This is an optimization exercise on Yosys and OpenROAD, whose aim is small area, not a production implementation. RTL that was checked went through simulation tests only; none was proved equivalent to the original. No activity file was given, so power comes from the tool's default toggle rates.

==> flow/design.v <==
module reg_file_sb #(
   parameter int DATA_W = 32,
   parameter int ADDR_W = 5
) (
   input  logic              clk,
   input  logic              rst_n,
   input  logic [ADDR_W-1:0] ra1,
   input  logic [ADDR_W-1:0] ra2,
   output logic [DATA_W-1:0] rd1,
   output logic [DATA_W-1:0] rd2,
   input  logic              we,
   input  logic [ADDR_W-1:0] wa,
   input  logic [DATA_W-1:0] wd,
   input  logic              rsv,
   input  logic [ADDR_W-1:0] rsv_a,
   output logic              pend1,
   output logic              pend2,
   output logic              stall
);
   localparam int DEPTH = 2 ** ADDR_W;
   logic [DATA_W-1:0] r_regs [1:DEPTH-1];
   logic [DEPTH-1:1]  r_val;
   logic [DEPTH-1:1]  r_pend;
   logic [DEPTH-1:1]  w_wdec;
   logic [DEPTH-1:1]  w_rdec;
   logic [DEPTH-1:1]  w_wdec_n;
   logic [DEPTH-1:1]  w_s1;
   logic [DEPTH-1:1]  w_s2;
   logic              w_byp1;
   logic              w_byp2;
   always_comb begin
      for (int i = 1; i < DEPTH; i++) begin
         w_wdec[i] = we && (wa == ADDR_W'(i));
         w_wdec_n[i] = !w_wdec[i];
         w_rdec[i] = rsv && (rsv_a == ADDR_W'(i));
         w_s1[i]   = (ra1 == ADDR_W'(i)) && !w_wdec[i];
         w_s2[i]   = (ra2 == ADDR_W'(i)) && !w_wdec[i];
      end
      w_byp1 = rst_n && we && (wa != '0) && (ra1 == wa);
      w_byp2 = rst_n && we && (wa != '0) && (ra2 == wa);
   end
   logic [DATA_W-1:0] w_nxt [1:DEPTH-1];
   for (genvar i = 1; i < DEPTH; i++) begin : g_row
      rf_hold #(.W(DATA_W)) u_hold (
         .q(r_regs[i]), .wd(wd), .en(w_wdec[i]), .en_n(w_wdec_n[i]), .d(w_nxt[i])
      );
   end
   always_ff @(posedge clk) begin
      for (int i = 1; i < DEPTH; i++) begin
         r_regs[i] <= w_nxt[i];
      end
   end
   always_ff @(posedge clk or negedge rst_n) begin
      if (!rst_n) begin
         r_val  <= '0;
         r_pend <= '0;
      end else begin
         r_val  <= r_val | w_wdec;
         r_pend <= (r_pend & ~w_wdec) | w_rdec;
      end
   end
   logic [DEPTH-1:0] w_sel1, w_sel2, w_psel1, w_psel2;
   logic [DEPTH-1:0] w_col [DATA_W];
   always_comb begin
      w_sel1[0] = w_byp1;
      w_sel2[0] = w_byp2;
      w_psel1[0] = 1'b0;
      w_psel2[0] = 1'b0;
      for (int i = 1; i < DEPTH; i++) begin
         w_sel1[i]  = w_s1[i] && r_val[i];
         w_sel2[i]  = w_s2[i] && r_val[i];
         w_psel1[i] = w_s1[i] && r_pend[i];
         w_psel2[i] = w_s2[i] && r_pend[i];
      end
      for (int b = 0; b < DATA_W; b++) begin
         w_col[b][0] = wd[b];
         for (int i = 1; i < DEPTH; i++) begin
            w_col[b][i] = r_regs[i][b];
         end
      end
   end
   for (genvar b = 0; b < DATA_W; b++) begin : g_rd
      rf_aomux #(.N(DEPTH)) u_rd1 (.s(w_sel1), .d(w_col[b]), .y(rd1[b]));
      rf_aomux #(.N(DEPTH)) u_rd2 (.s(w_sel2), .d(w_col[b]), .y(rd2[b]));
   end
   assign pend1 = |w_psel1;
   assign pend2 = |w_psel2;
   assign stall = pend1 || pend2;
endmodule
module rf_aomux #(
   parameter int N = 32
) (
   input  logic [N-1:0] s,
   input  logic [N-1:0] d,
   output logic         y
);
   localparam int G = (N + 2) / 3;
   logic [G-1:0] w_n;
   for (genvar g = 0; g < N / 3; g++) begin : g_grp
      rf_ao3i u_ao (.s(s[3*g +: 3]), .d(d[3*g +: 3]), .y(w_n[g]));
   end
   if (N % 3 == 2) begin : g_last
      assign w_n[G-1] = ~|(s[N-2 +: 2] & d[N-2 +: 2]);
   end else if (N % 3 == 1) begin : g_last
      assign w_n[G-1] = ~(s[N-1] & d[N-1]);
   end
   assign y = ~&w_n;
endmodule
module rf_ao3i (
   input  logic [2:0] s,
   input  logic [2:0] d,
   output logic       y
);
   assign y = ~|(s & d);
endmodule
module rf_hold #(
   parameter int W = 32
) (
   input  logic [W-1:0] q,
   input  logic [W-1:0] wd,
   input  logic         en,
   input  logic         en_n,
   output logic [W-1:0] d
);
   assign d = (q & {W{en_n}}) | (wd & {W{en}});
endmodule
make LEC_CHECK=0 CAP_MARGIN=20 CORE_MARGIN=2 CORE_UTILIZATION=40 SETUP_SLACK_MARGIN=0.3 SLEW_MARGIN=20 SYNTH_HIERARCHICAL=1 SYNTH_MINIMUM_KEEP_SIZE=0 finish   # period 8.0 ns
run.sh (not shown) runs the stock make flow with config.mk's settings and CLKGATE_MAP_FILE= SYNTH_SCRIPT=/design/flow/synth_recipe.tcl, a recipe that flattens the netlist after the stock synthesis.
The starting point passed the timing, design-rule and antenna checks.
Next try:
--- a/flow/design.v
+++ b/flow/design.v
@@ -24,5 +24,4 @@
    logic [DEPTH-1:1]  w_wdec;
    logic [DEPTH-1:1]  w_rdec;
-   logic [DEPTH-1:1]  w_wdec_n;
    logic [DEPTH-1:1]  w_s1;
    logic [DEPTH-1:1]  w_s2;
@@ -32,5 +31,4 @@
       for (int i = 1; i < DEPTH; i++) begin
          w_wdec[i] = we && (wa == ADDR_W'(i));
-         w_wdec_n[i] = !w_wdec[i];
          w_rdec[i] = rsv && (rsv_a == ADDR_W'(i));
          w_s1[i]   = (ra1 == ADDR_W'(i)) && !w_wdec[i];
@@ -40,13 +38,9 @@
       w_byp2 = rst_n && we && (wa != '0) && (ra2 == wa);
    end
-   logic [DATA_W-1:0] w_nxt [1:DEPTH-1];
-   for (genvar i = 1; i < DEPTH; i++) begin : g_row
-      rf_hold #(.W(DATA_W)) u_hold (
-         .q(r_regs[i]), .wd(wd), .en(w_wdec[i]), .en_n(w_wdec_n[i]), .d(w_nxt[i])
-      );
-   end
    always_ff @(posedge clk) begin
       for (int i = 1; i < DEPTH; i++) begin
-         r_regs[i] <= w_nxt[i];
+         if (w_wdec[i]) begin
+            r_regs[i] <= wd;
+         end
       end
    end
@@ -114,13 +108,2 @@
    assign y = ~|(s & d);
 endmodule
-module rf_hold #(
-   parameter int W = 32
-) (
-   input  logic [W-1:0] q,
-   input  logic [W-1:0] wd,
-   input  logic         en,
-   input  logic         en_n,
-   output logic [W-1:0] d
-);
-   assign d = (q & {W{en_n}}) | (wd & {W{en}});
-endmodule
After rerunning:
- non-clock buffer count is lower by 60
- total power is lower by about a fifth
- cell area is higher slightly
- worst hold slack got worse by 0.0090 ns
- critical path depth is lower by 2
- routed wire length is lower by a few percent

* * *

Another version of the RTL of reg_file_sb (not shown whole).
For scale: roughly 3900 cells after synthesis, roughly 1100 flip-flops, ~120 I/O pins, about 46000 sq um of cells after synthesis.
==> module reg_file_sb, before the edit <==
module reg_file_sb #(
   parameter int DATA_W = 32,
   parameter int ADDR_W = 5
) (
   input  logic              clk,
   input  logic              rst_n,
   input  logic [ADDR_W-1:0] ra1,
   input  logic [ADDR_W-1:0] ra2,
   output logic [DATA_W-1:0] rd1,
   output logic [DATA_W-1:0] rd2,
   input  logic              we,
   input  logic [ADDR_W-1:0] wa,
   input  logic [DATA_W-1:0] wd,
   input  logic              rsv,
   input  logic [ADDR_W-1:0] rsv_a,
   output logic              pend1,
   output logic              pend2,
   output logic              stall
);
   localparam int DEPTH = 2 ** ADDR_W;
   logic [DATA_W-1:0] r_regs [1:DEPTH-1];
   logic [DEPTH-1:1]  r_val;
   logic [DEPTH-1:1]  r_pend;
   logic [DEPTH-1:1]  w_wdec;
   logic [DEPTH-1:1]  w_rdec;
   logic [DEPTH-1:1]  w_wdec_n;
   logic [DEPTH-1:1]  w_s1;
   logic [DEPTH-1:1]  w_s2;
   logic              w_byp1;
   logic              w_byp2;
   logic [3:0]        w_wh;
   logic [7:0]        w_wl;
   logic [DEPTH-1:1]  w_vk;
   logic              w_bok;
   always_comb begin
      for (int j = 0; j < 4; j++) begin
         w_wh[j] = we && (wa[4:3] == 2'(j));
      end
      for (int k = 0; k < 8; k++) begin
         w_wl[k] = (wa[2:0] == 3'(k));
      end
      for (int i = 1; i < DEPTH; i++) begin
         w_rdec[i] = rsv && (rsv_a == ADDR_W'(i));
         w_s1[i]   = (ra1 == ADDR_W'(i));
         w_s2[i]   = (ra2 == ADDR_W'(i));
         w_vk[i]   = r_val[i] && w_wdec_n[i];
      end
      w_bok = rst_n && we && (wa != '0);
   end
   localparam int HW = DATA_W / 2;
   logic [DEPTH-1:1]  w_wdec_h1;
   logic [DEPTH-1:1]  w_wdec_n_h1;
   for (genvar i = 1; i < DEPTH; i++) begin : g_dec
      rf_and2  u_en0  (.a(w_wh[i / 8]), .b(w_wl[i % 8]), .y(w_wdec[i]));
      rf_nand2 u_enn0 (.a(w_wh[i / 8]), .b(w_wl[i % 8]), .y(w_wdec_n[i]));
      rf_and2  u_en1  (.a(w_wh[i / 8]), .b(w_wl[i % 8]), .y(w_wdec_h1[i]));
      rf_nand2 u_enn1 (.a(w_wh[i / 8]), .b(w_wl[i % 8]), .y(w_wdec_n_h1[i]));
   end
   rf_and2 u_byp1 (.a(w_bok), .b(ra1 == wa), .y(w_byp1));
   rf_and2 u_byp2 (.a(w_bok), .b(ra2 == wa), .y(w_byp2));
   logic [DATA_W-1:0] w_nxt [1:DEPTH-1];
   for (genvar i = 1; i < DEPTH; i++) begin : g_row
      rf_hold #(.W(HW)) u_hold0 (
         .q(r_regs[i][HW-1:0]), .wd(wd[HW-1:0]), .en(w_wdec[i]), .en_n(w_wdec_n[i]),
         .d(w_nxt[i][HW-1:0])
      );
      rf_hold #(.W(DATA_W - HW)) u_hold1 (
         .q(r_regs[i][DATA_W-1:HW]), .wd(wd[DATA_W-1:HW]), .en(w_wdec_h1[i]),
         .en_n(w_wdec_n_h1[i]), .d(w_nxt[i][DATA_W-1:HW])
      );
   end
   always_ff @(posedge clk) begin
      for (int i = 1; i < DEPTH; i++) begin
         r_regs[i] <= w_nxt[i];
      end
   end
   always_ff @(posedge clk or negedge rst_n) begin
      if (!rst_n) begin
         r_val  <= '0;
         r_pend <= '0;
      end else begin
         r_val  <= r_val | w_wdec;
         r_pend <= (r_pend & w_wdec_n) | w_rdec;
      end
   end
   logic [DEPTH-1:0] w_sel1, w_sel2, w_sel1b, w_sel2b, w_psel1, w_psel2;
   logic [DEPTH-1:0] w_col [DATA_W];
   rf_and2 u_byp1b (.a(w_bok), .b(ra1 == wa), .y(w_sel1b[0]));
   rf_and2 u_byp2b (.a(w_bok), .b(ra2 == wa), .y(w_sel2b[0]));
   assign w_sel1[0] = w_byp1;
   assign w_sel2[0] = w_byp2;
   always_comb begin
      w_psel1[0] = 1'b0;
      w_psel2[0] = 1'b0;
      for (int i = 1; i < DEPTH; i++) begin
         w_psel1[i] = w_s1[i] && r_pend[i] && w_wdec_n[i];
         w_psel2[i] = w_s2[i] && r_pend[i] && w_wdec_n[i];
      end
      for (int b = 0; b < DATA_W; b++) begin
         w_col[b][0] = wd[b];
         for (int i = 1; i < DEPTH; i++) begin
            w_col[b][i] = r_regs[i][b];
         end
      end
   end
   for (genvar i = 1; i < DEPTH; i++) begin : g_sel
      rf_and2 u_s1  (.a(w_s1[i]), .b(w_vk[i]), .y(w_sel1[i]));
      rf_and2 u_s2  (.a(w_s2[i]), .b(w_vk[i]), .y(w_sel2[i]));
      rf_and2 u_s1b (.a(w_s1[i]), .b(w_vk[i]), .y(w_sel1b[i]));
      rf_and2 u_s2b (.a(w_s2[i]), .b(w_vk[i]), .y(w_sel2b[i]));
   end
   for (genvar b = 0; b < DATA_W; b++) begin : g_rd
      if (b < HW) begin : g_lo
         rf_aomux #(.N(DEPTH)) u_rd1 (.s(w_sel1), .d(w_col[b]), .y(rd1[b]));
         rf_aomux #(.N(DEPTH)) u_rd2 (.s(w_sel2), .d(w_col[b]), .y(rd2[b]));
      end else begin : g_hi
         rf_aomux #(.N(DEPTH)) u_rd1 (.s(w_sel1b), .d(w_col[b]), .y(rd1[b]));
         rf_aomux #(.N(DEPTH)) u_rd2 (.s(w_sel2b), .d(w_col[b]), .y(rd2[b]));
      end
   end
   assign pend1 = |w_psel1;
   assign pend2 = |w_psel2;
   assign stall = pend1 || pend2;
endmodule
==> module rf_aomux, before the edit <==
module rf_aomux #(
   parameter int N = 32
) (
   input  logic [N-1:0] s,
   input  logic [N-1:0] d,
   output logic         y
);
   localparam int G = (N + 2) / 3;
   logic [G-1:0] w_n;
   for (genvar g = 0; g < N / 3; g++) begin : g_grp
      rf_ao3i u_ao (.s(s[3*g +: 3]), .d(d[3*g +: 3]), .y(w_n[g]));
   end
   if (N % 3 == 2) begin : g_last
      rf_ao2i u_ao (.s(s[N-2 +: 2]), .d(d[N-2 +: 2]), .y(w_n[G-1]));
   end else if (N % 3 == 1) begin : g_last
      assign w_n[G-1] = ~(s[N-1] & d[N-1]);
   end
   assign y = ~&w_n;
endmodule
==> module rf_ao2i, before the edit <==
module rf_ao2i (
   input  logic [1:0] s,
   input  logic [1:0] d,
   output logic       y
);
   assign y = ~|(s & d);
endmodule
Settings: LEC_CHECK=0, CAP_MARGIN=20, CORE_MARGIN=2, CORE_UTILIZATION=40, SETUP_SLACK_MARGIN=0.3, SLEW_MARGIN=20, SYNTH_HIERARCHICAL=1, SYNTH_MINIMUM_KEEP_SIZE=0; clock period 8.0 ns.
standard.sh (not shown) runs the stock make flow with config.mk's settings and CLKGATE_MAP_FILE= SYNTH_SCRIPT=/design/flow/synth_recipe.tcl, a recipe that flattens the netlist after the stock synthesis.
==> flow/flow/run.sh <==
#!/bin/bash
# The standard ORFS layout with three changes:
#  * every combinational cell is set to drive strength 1 right after
#    floorplan (flow/downsize.tcl); placement repair and the timing repair
#    after CTS size up what needs it;
#  * the clock tree uses clkbuf_16 sink buffers over larger sink clusters and
#    no dummy loads;
#  * port buffers are buf_1 instead of clkdlybuf4s50_1.
# Each step's full log is under orfs/logs/; make's output goes to flow.log.
set -euo pipefail
HERE=$(pwd)
CTS="-sink_clustering_enable -repair_clock_nets -dont_use_dummy_load -sink_clustering_size 28 -sink_clustering_max_diameter 80 -buf_list sky130_fd_sc_hd__clkbuf_16"
bash standard.sh \
  "CTS_ARGS=$CTS" \
  "BUFFER_PORTS_ARGS=-buffer_cell sky130_fd_sc_hd__buf_1" \
  "POST_FLOORPLAN_TCL=$HERE/flow/downsize.tcl" \
  finish > flow.log 2>&1
==> flow/flow/downsize.tcl <==
# Set every combinational standard cell to the drive strength 1 variant of
# its family before placement. The placement and CTS repair steps then size
# up only the cells whose load, slew or timing needs it. Registers and
# physical-only cells keep their cells.
set n_down 0
foreach inst [get_cells *] {
  set ref [get_property $inst ref_name]
  if {![regexp {^(sky130_fd_sc_hd__([a-z0-9]+))_([0-9]+)$} $ref -> base fam drv]} {
    continue
  }
  if {[regexp {^(s?e?df|dl|tap|conb|fill|decap|diode|lpflow|probe)} $fam]} {
    continue
  }
  if {$drv <= 1} {
    continue
  }
  set cand [get_lib_cells -quiet */${base}_1]
  if {[llength $cand] == 0} {
    continue
  }
  if {[get_property [lindex $cand 0] dont_use]} {
    continue
  }
  replace_cell $inst [lindex $cand 0]
  incr n_down
}
puts "downsize: $n_down cells set to drive strength 1"
Edit:
--- a/flow/design.v
+++ b/flow/design.v
@@ -45,30 +45,20 @@
          w_s2[i]   = (ra2 == ADDR_W'(i));
          w_vk[i]   = r_val[i] && w_wdec_n[i];
       end
       w_bok = rst_n && we && (wa != '0);
    end
-   localparam int HW = DATA_W / 2;
-   logic [DEPTH-1:1]  w_wdec_h1;
-   logic [DEPTH-1:1]  w_wdec_n_h1;
    for (genvar i = 1; i < DEPTH; i++) begin : g_dec
-      rf_and2  u_en0  (.a(w_wh[i / 8]), .b(w_wl[i % 8]), .y(w_wdec[i]));
-      rf_nand2 u_enn0 (.a(w_wh[i / 8]), .b(w_wl[i % 8]), .y(w_wdec_n[i]));
-      rf_and2  u_en1  (.a(w_wh[i / 8]), .b(w_wl[i % 8]), .y(w_wdec_h1[i]));
-      rf_nand2 u_enn1 (.a(w_wh[i / 8]), .b(w_wl[i % 8]), .y(w_wdec_n_h1[i]));
+      rf_and2  u_en  (.a(w_wh[i / 8]), .b(w_wl[i % 8]), .y(w_wdec[i]));
+      rf_nand2 u_enn (.a(w_wh[i / 8]), .b(w_wl[i % 8]), .y(w_wdec_n[i]));
    end
    rf_and2 u_byp1 (.a(w_bok), .b(ra1 == wa), .y(w_byp1));
    rf_and2 u_byp2 (.a(w_bok), .b(ra2 == wa), .y(w_byp2));
    logic [DATA_W-1:0] w_nxt [1:DEPTH-1];
    for (genvar i = 1; i < DEPTH; i++) begin : g_row
-      rf_hold #(.W(HW)) u_hold0 (
-         .q(r_regs[i][HW-1:0]), .wd(wd[HW-1:0]), .en(w_wdec[i]), .en_n(w_wdec_n[i]),
-         .d(w_nxt[i][HW-1:0])
-      );
-      rf_hold #(.W(DATA_W - HW)) u_hold1 (
-         .q(r_regs[i][DATA_W-1:HW]), .wd(wd[DATA_W-1:HW]), .en(w_wdec_h1[i]),
-         .en_n(w_wdec_n_h1[i]), .d(w_nxt[i][DATA_W-1:HW])
+      rf_hold #(.W(DATA_W)) u_hold (
+         .q(r_regs[i]), .wd(wd), .en(w_wdec[i]), .en_n(w_wdec_n[i]), .d(w_nxt[i])
       );
    end
    always_ff @(posedge clk) begin
       for (int i = 1; i < DEPTH; i++) begin
          r_regs[i] <= w_nxt[i];
@@ -81,14 +71,12 @@
       end else begin
          r_val  <= r_val | w_wdec;
          r_pend <= (r_pend & w_wdec_n) | w_rdec;
       end
    end
-   logic [DEPTH-1:0] w_sel1, w_sel2, w_sel1b, w_sel2b, w_psel1, w_psel2;
+   logic [DEPTH-1:0] w_sel1, w_sel2, w_psel1, w_psel2;
    logic [DEPTH-1:0] w_col [DATA_W];
-   rf_and2 u_byp1b (.a(w_bok), .b(ra1 == wa), .y(w_sel1b[0]));
-   rf_and2 u_byp2b (.a(w_bok), .b(ra2 == wa), .y(w_sel2b[0]));
    assign w_sel1[0] = w_byp1;
    assign w_sel2[0] = w_byp2;
    always_comb begin
       w_psel1[0] = 1'b0;
       w_psel2[0] = 1'b0;
@@ -102,23 +90,16 @@
             w_col[b][i] = r_regs[i][b];
          end
       end
    end
    for (genvar i = 1; i < DEPTH; i++) begin : g_sel
-      rf_and2 u_s1  (.a(w_s1[i]), .b(w_vk[i]), .y(w_sel1[i]));
-      rf_and2 u_s2  (.a(w_s2[i]), .b(w_vk[i]), .y(w_sel2[i]));
-      rf_and2 u_s1b (.a(w_s1[i]), .b(w_vk[i]), .y(w_sel1b[i]));
-      rf_and2 u_s2b (.a(w_s2[i]), .b(w_vk[i]), .y(w_sel2b[i]));
+      rf_and2 u_s1 (.a(w_s1[i]), .b(w_vk[i]), .y(w_sel1[i]));
+      rf_and2 u_s2 (.a(w_s2[i]), .b(w_vk[i]), .y(w_sel2[i]));
    end
    for (genvar b = 0; b < DATA_W; b++) begin : g_rd
-      if (b < HW) begin : g_lo
-         rf_aomux #(.N(DEPTH)) u_rd1 (.s(w_sel1), .d(w_col[b]), .y(rd1[b]));
-         rf_aomux #(.N(DEPTH)) u_rd2 (.s(w_sel2), .d(w_col[b]), .y(rd2[b]));
-      end else begin : g_hi
-         rf_aomux #(.N(DEPTH)) u_rd1 (.s(w_sel1b), .d(w_col[b]), .y(rd1[b]));
-         rf_aomux #(.N(DEPTH)) u_rd2 (.s(w_sel2b), .d(w_col[b]), .y(rd2[b]));
-      end
+      rf_aomux #(.N(DEPTH)) u_rd1 (.s(w_sel1), .d(w_col[b]), .y(rd1[b]));
+      rf_aomux #(.N(DEPTH)) u_rd2 (.s(w_sel2), .d(w_col[b]), .y(rd2[b]));
    end
    assign pend1 = |w_psel1;
    assign pend2 = |w_psel2;
    assign stall = pend1 || pend2;
 endmodule
@@ -133,11 +114,11 @@
    logic [G-1:0] w_n;
    for (genvar g = 0; g < N / 3; g++) begin : g_grp
       rf_ao3i u_ao (.s(s[3*g +: 3]), .d(d[3*g +: 3]), .y(w_n[g]));
    end
    if (N % 3 == 2) begin : g_last
-      rf_ao2i u_ao (.s(s[N-2 +: 2]), .d(d[N-2 +: 2]), .y(w_n[G-1]));
+      assign w_n[G-1] = ~|(s[N-2 +: 2] & d[N-2 +: 2]);
    end else if (N % 3 == 1) begin : g_last
       assign w_n[G-1] = ~(s[N-1] & d[N-1]);
    end
    assign y = ~&w_n;
 endmodule
@@ -157,17 +138,10 @@
    input  logic         en_n,
    output logic [W-1:0] d
 );
    assign d = (q & {W{en_n}}) | (wd & {W{en}});
 endmodule
-module rf_ao2i (
-   input  logic [1:0] s,
-   input  logic [1:0] d,
-   output logic       y
-);
-   assign y = ~|(s & d);
-endmodule
 module rf_and2 (
    input  logic a,
    input  logic b,
    output logic y
 );
Total power stays flat.
Worst setup slack is better by 7.2 ps.
Sequential power hardly moves.
Final area decreases slightly.
Cell count is lower by a few percent.
Clock power is about the same.
For the first run of this note, only the layout was checked, not whether the RTL still works.

[static timing again, ports no longer ideal]
The results above use ideal ports. As a check the final layouts listed here were re-extracted and re-timed, cells and wires unchanged. Step 1: set_driving_cell puts a clkbuf_16 on clk and a buf_2 on each other input, an assumption about the parent block. Step 2 also shifts input and output timing later by t, the mid clock arrival at the registers, as if the neighbouring blocks saw the same clock. Three values: ideal, step 1, step 2; two values: the first two.
run	shift t [ns]	slack for setup (ns)	worst setup path after step 2	clock arrival spread, ns	cell pins on the clock port's net
the first run of note 1	0.770	0.745 / 0.724 / 0.724	input to output	0.053 / 0.053	1
the second run of note 1	0.764	0.461 / 0.436 / 0.436	input to output	0.044 / 0.044	1
the first run of note 2	0.716	0.749 / 0.639 / 0.639	input to output	0.068 / 0.068	1
the second run of note 2	0.727	0.756 / 0.641 / 0.641	input to output	0.064 / 0.064	1
After both steps every run listed still meets setup and hold. For the second run of note 2, which loses most, drivers alone change the setup slack by -0.115 ns; drivers and shift together by -0.115 ns.
